This design comes from an exercise in tuning for small area, a short achievable clock period and few clock cycles per item on the open sky130 flow, not from production work.
Where RTL was checked, it was by simulation tests only, not by an equivalence proof against the original.
No activity file was given, so power comes from the tool's default toggle rates.

// overwriting_record_stack_drain_unit
module overwriting_record_stack_drain_unit #(
    parameter int DEPTH        = 16,
    parameter int RECORD_BYTES = 8
) (
    input  logic        i_clk,
    input  logic        i_rst_n,
    input  logic        in_valid,
    output logic        in_ready,
    input  logic        in_opcode,
    input  logic [63:0] in_entry_data,
    input  logic        in_reserve_slot,
    output logic        out_valid,
    input  logic        out_ready,
    output logic        out_is_header,
    output logic [63:0] out_record_data,
    output logic [4:0]  out_header_count,
    output logic [4:0]  out_popped,
    output logic        out_last,
    input  logic        cfg_valid,
    output logic        cfg_ready,
    input  logic [4:0]  cfg_data
);
    logic [ors_pkg::DEPTH-1:0]  w_we;
    logic [ors_pkg::DEPTH-1:0]  w_rsel;
    logic [63:0]                w_rdata;
    logic                       w_ld_rec;
    logic                       w_ld_hdr;
    logic [4:0]                 w_hdr_popped;
  ...
Size in the first run: about 1400 flip-flops, about 160 I/O pins, roughly 55000 um^2 of cells after synthesis.
export LEC_CHECK = 0
export ABC_CLOCK_PERIOD_IN_PS = 2200
export CAP_MARGIN = 20
export CORE_MARGIN = 2
export CORE_UTILIZATION = 40
export CTS_CLUSTER_DIAMETER = 100
export CTS_CLUSTER_SIZE = 25
export SETUP_SLACK_MARGIN = 1.8
export SLEW_MARGIN = 20
create_clock -name core_clock -period 4.0 [get_ports {i_clk}]
run.sh (not shown) runs the stock make flow with config.mk's settings and CLKGATE_MAP_FILE= SYNTH_SCRIPT=/design/flow/synth_recipe.tcl, a recipe that flattens the netlist after the stock synthesis.
Next try:
--- a/flow/design.v
+++ b/flow/design.v
@@ -50,52 +50,50 @@
     output logic [ors_pkg::DEPTH-1:0]     o_rsel,
     output logic                          o_ld_rec,
     output logic                          o_ld_hdr,
     output logic [ors_pkg::CNT_W-1:0]     o_hdr_popped,
     output logic                          o_hdr_rsv
 );
     localparam int D  = ors_pkg::DEPTH;
     localparam int SW = ors_pkg::SLOT_W;
     localparam int CW = ors_pkg::CNT_W;
     localparam int NF = NQ - 1;   
     localparam int QW = $clog2(NF + 1);
     function automatic logic [D-1:0] onehot(input logic [SW-1:0] s);
-        for (int i = 0; i < D; i++) onehot[i] = (s == SW'(i));
+        onehot    = '0;
+        onehot[s] = 1'b1;
     endfunction
     function automatic logic [D-1:0] lowest(input logic [D-1:0] m);
         logic [D-1:0] below;
         below[0] = 1'b0;
         for (int i = 1; i < D; i++) below[i] = below[i-1] | m[i-1];
         lowest = m & ~below;
     endfunction
     function automatic logic [SW-1:0] encode(input logic [D-1:0] oh);
         encode = '0;
         for (int i = 0; i < D; i++) begin
             if (oh[i]) encode = encode | SW'(i);
         end
     endfunction
     logic [CW-1:0] r_cap;     
     logic [CW-1:0] r_cap1;    
     logic [SW-1:0] r_head;    
     logic [SW-1:0] r_headm1;  
     logic [SW-1:0] r_tail;    
     logic [SW-1:0] r_tail2;   
     logic [CW-1:0] r_fill;
     logic [SW-1:0] r_t0;      
     logic [SW-1:0] r_t1;      
     logic [SW-1:0] r_ptr  [D];
     logic [SW-1:0] r_link [D];
-    logic          r_lw_v;
-    logic [D-1:0]  r_lw_oh;
-    logic [SW-1:0] r_lw_pos;
     logic [D-1:0]  r_busy;
     logic [SW-1:0] r_wsel;
     logic [D-1:0]  r_wsel_oh;
     logic          r_in_ready;
     logic          r_out_valid;
     logic [SW-1:0] r_q_start [NF];
     logic [CW-1:0] r_q_k     [NF];
     logic          r_q_rsv   [NF];
     logic [QW-1:0] r_q_cnt;
     logic          r_e_act;
     logic [D-1:0]  r_e_oh;
     logic [CW-1:0] r_e_rem;
@@ -204,27 +202,25 @@
             r_head      <= '0;
             r_headm1    <= '1;
             r_tail      <= '0;
             r_tail2     <= SW'(2);
             r_fill      <= '0;
             r_busy      <= '0;
             r_wsel      <= '0;
             r_wsel_oh   <= D'(1);
             r_in_ready  <= 1'b1;
             r_out_valid <= 1'b0;
             r_q_cnt     <= '0;
             r_e_act     <= 1'b0;
-            r_lw_v      <= 1'b0;
         end else begin
-            r_lw_v      <= w_push;
             if (i_cfg_valid) begin
                 r_cap  <= (i_cfg_data > ors_pkg::BATCH_CAP) ? ors_pkg::BATCH_CAP : i_cfg_data;
                 r_cap1 <= (i_cfg_data > ors_pkg::BATCH_CAP) ? ors_pkg::BATCH_CAP - 1'b1
                         : (i_cfg_data != '0) ? i_cfg_data - 1'b1 : '0;
             end
             if (w_push) begin
                 r_head   <= r_head + 1'b1;
                 r_headm1 <= r_head;
                 if (w_full) begin
                     r_tail  <= r_tail + 1'b1;
                     r_tail2 <= r_tail2 + 1'b1;
                 end else begin
@@ -243,40 +239,36 @@
                 r_out_valid <= 1'b1;
             end else if (i_out_ready) begin
                 r_out_valid <= 1'b0;
             end
             if (w_drain && !w_e_take)      r_q_cnt <= r_q_cnt + 1'b1;
             else if (!w_drain && w_e_take) r_q_cnt <= r_q_cnt - 1'b1;
             if (w_e_take)      r_e_act <= 1'b1;
             else if (o_ld_hdr) r_e_act <= 1'b0;
         end
     end
     always_ff @(posedge i_clk) begin
         if (w_push) begin
-            r_lw_oh  <= r_wsel_oh;
-            r_lw_pos <= r_headm1;
-        end
-        if (w_push) begin
             r_ptr[r_head] <= r_wsel;
             if (w_full) begin
                 r_t0 <= r_t1;
                 r_t1 <= r_ptr[r_tail2];
             end else if (r_fill == CW'(0)) begin
                 r_t0 <= r_wsel;
             end else if (r_fill == CW'(1)) begin
                 r_t1 <= r_wsel;
             end
         end
         for (int i = 0; i < D; i++) begin
-            if (r_lw_v && r_lw_oh[i]) r_link[i] <= r_ptr[r_lw_pos];
+            if (w_push && r_wsel_oh[i]) r_link[i] <= w_top;
         end
         for (int i = 0; i < NF; i++) begin
             if (w_q_we[i]) begin
                 r_q_start[i] <= w_top;
                 r_q_k[i]     <= w_k;
                 r_q_rsv[i]   <= i_reserve_slot;
             end else if (w_e_take) begin
                 if (i < NF - 1) begin
                     r_q_start[i] <= r_q_start[(i < NF - 1) ? i + 1 : i];
                     r_q_k[i]     <= r_q_k[(i < NF - 1) ? i + 1 : i];
                     r_q_rsv[i]   <= r_q_rsv[(i < NF - 1) ? i + 1 : i];
                 end
What happened: The new run produced a clean layout; non-clock buffer count came out higher by 93; cell count came out higher by 3.0%; global-route usage came out higher by 1.5 points; power came out higher by 3.8%; cell area came out higher by 2.7%.
Testbench counts after the change, summed over its fixed seeds: cycles 4,048, items 3,840.
Function not checked in the first run of this note: the RTL went through the layout flow alone.

separate check: timing with driven ports:
No port has a modelled driver above. Below, the same layouts with a new extraction and two added sets of constraints.
Step 1: set_driving_cell puts a clkbuf_16 on i_clk and a buf_2 on each other input, an assumption about the parent block.
Step 2, shift: input delay + t, output delay - t, t = (earliest + latest rising clock arrival at the registers) / 2. This alone moves slack from input paths to output paths.
Three values: ideal ports, drivers, drivers and shift; two values: the first two.
run | t (ns) | setup WS [ns] | hold slack, ns | slew at the worst register clock pin (ns)
the first run | 0.746 | 1.667 / 1.667 / 1.001 | 0.426 / 0.426 / 0.426 | 0.11 / 0.11
the second run | 0.756 | 1.461 / 1.461 / 0.995 | 0.419 / 0.419 / 0.419 | 0.11 / 0.11
After both steps setup and hold are still met in every run listed. For the first run, which loses most, drivers alone change the setup slack by 0.000 ns; drivers and shift together by -0.666 ns.
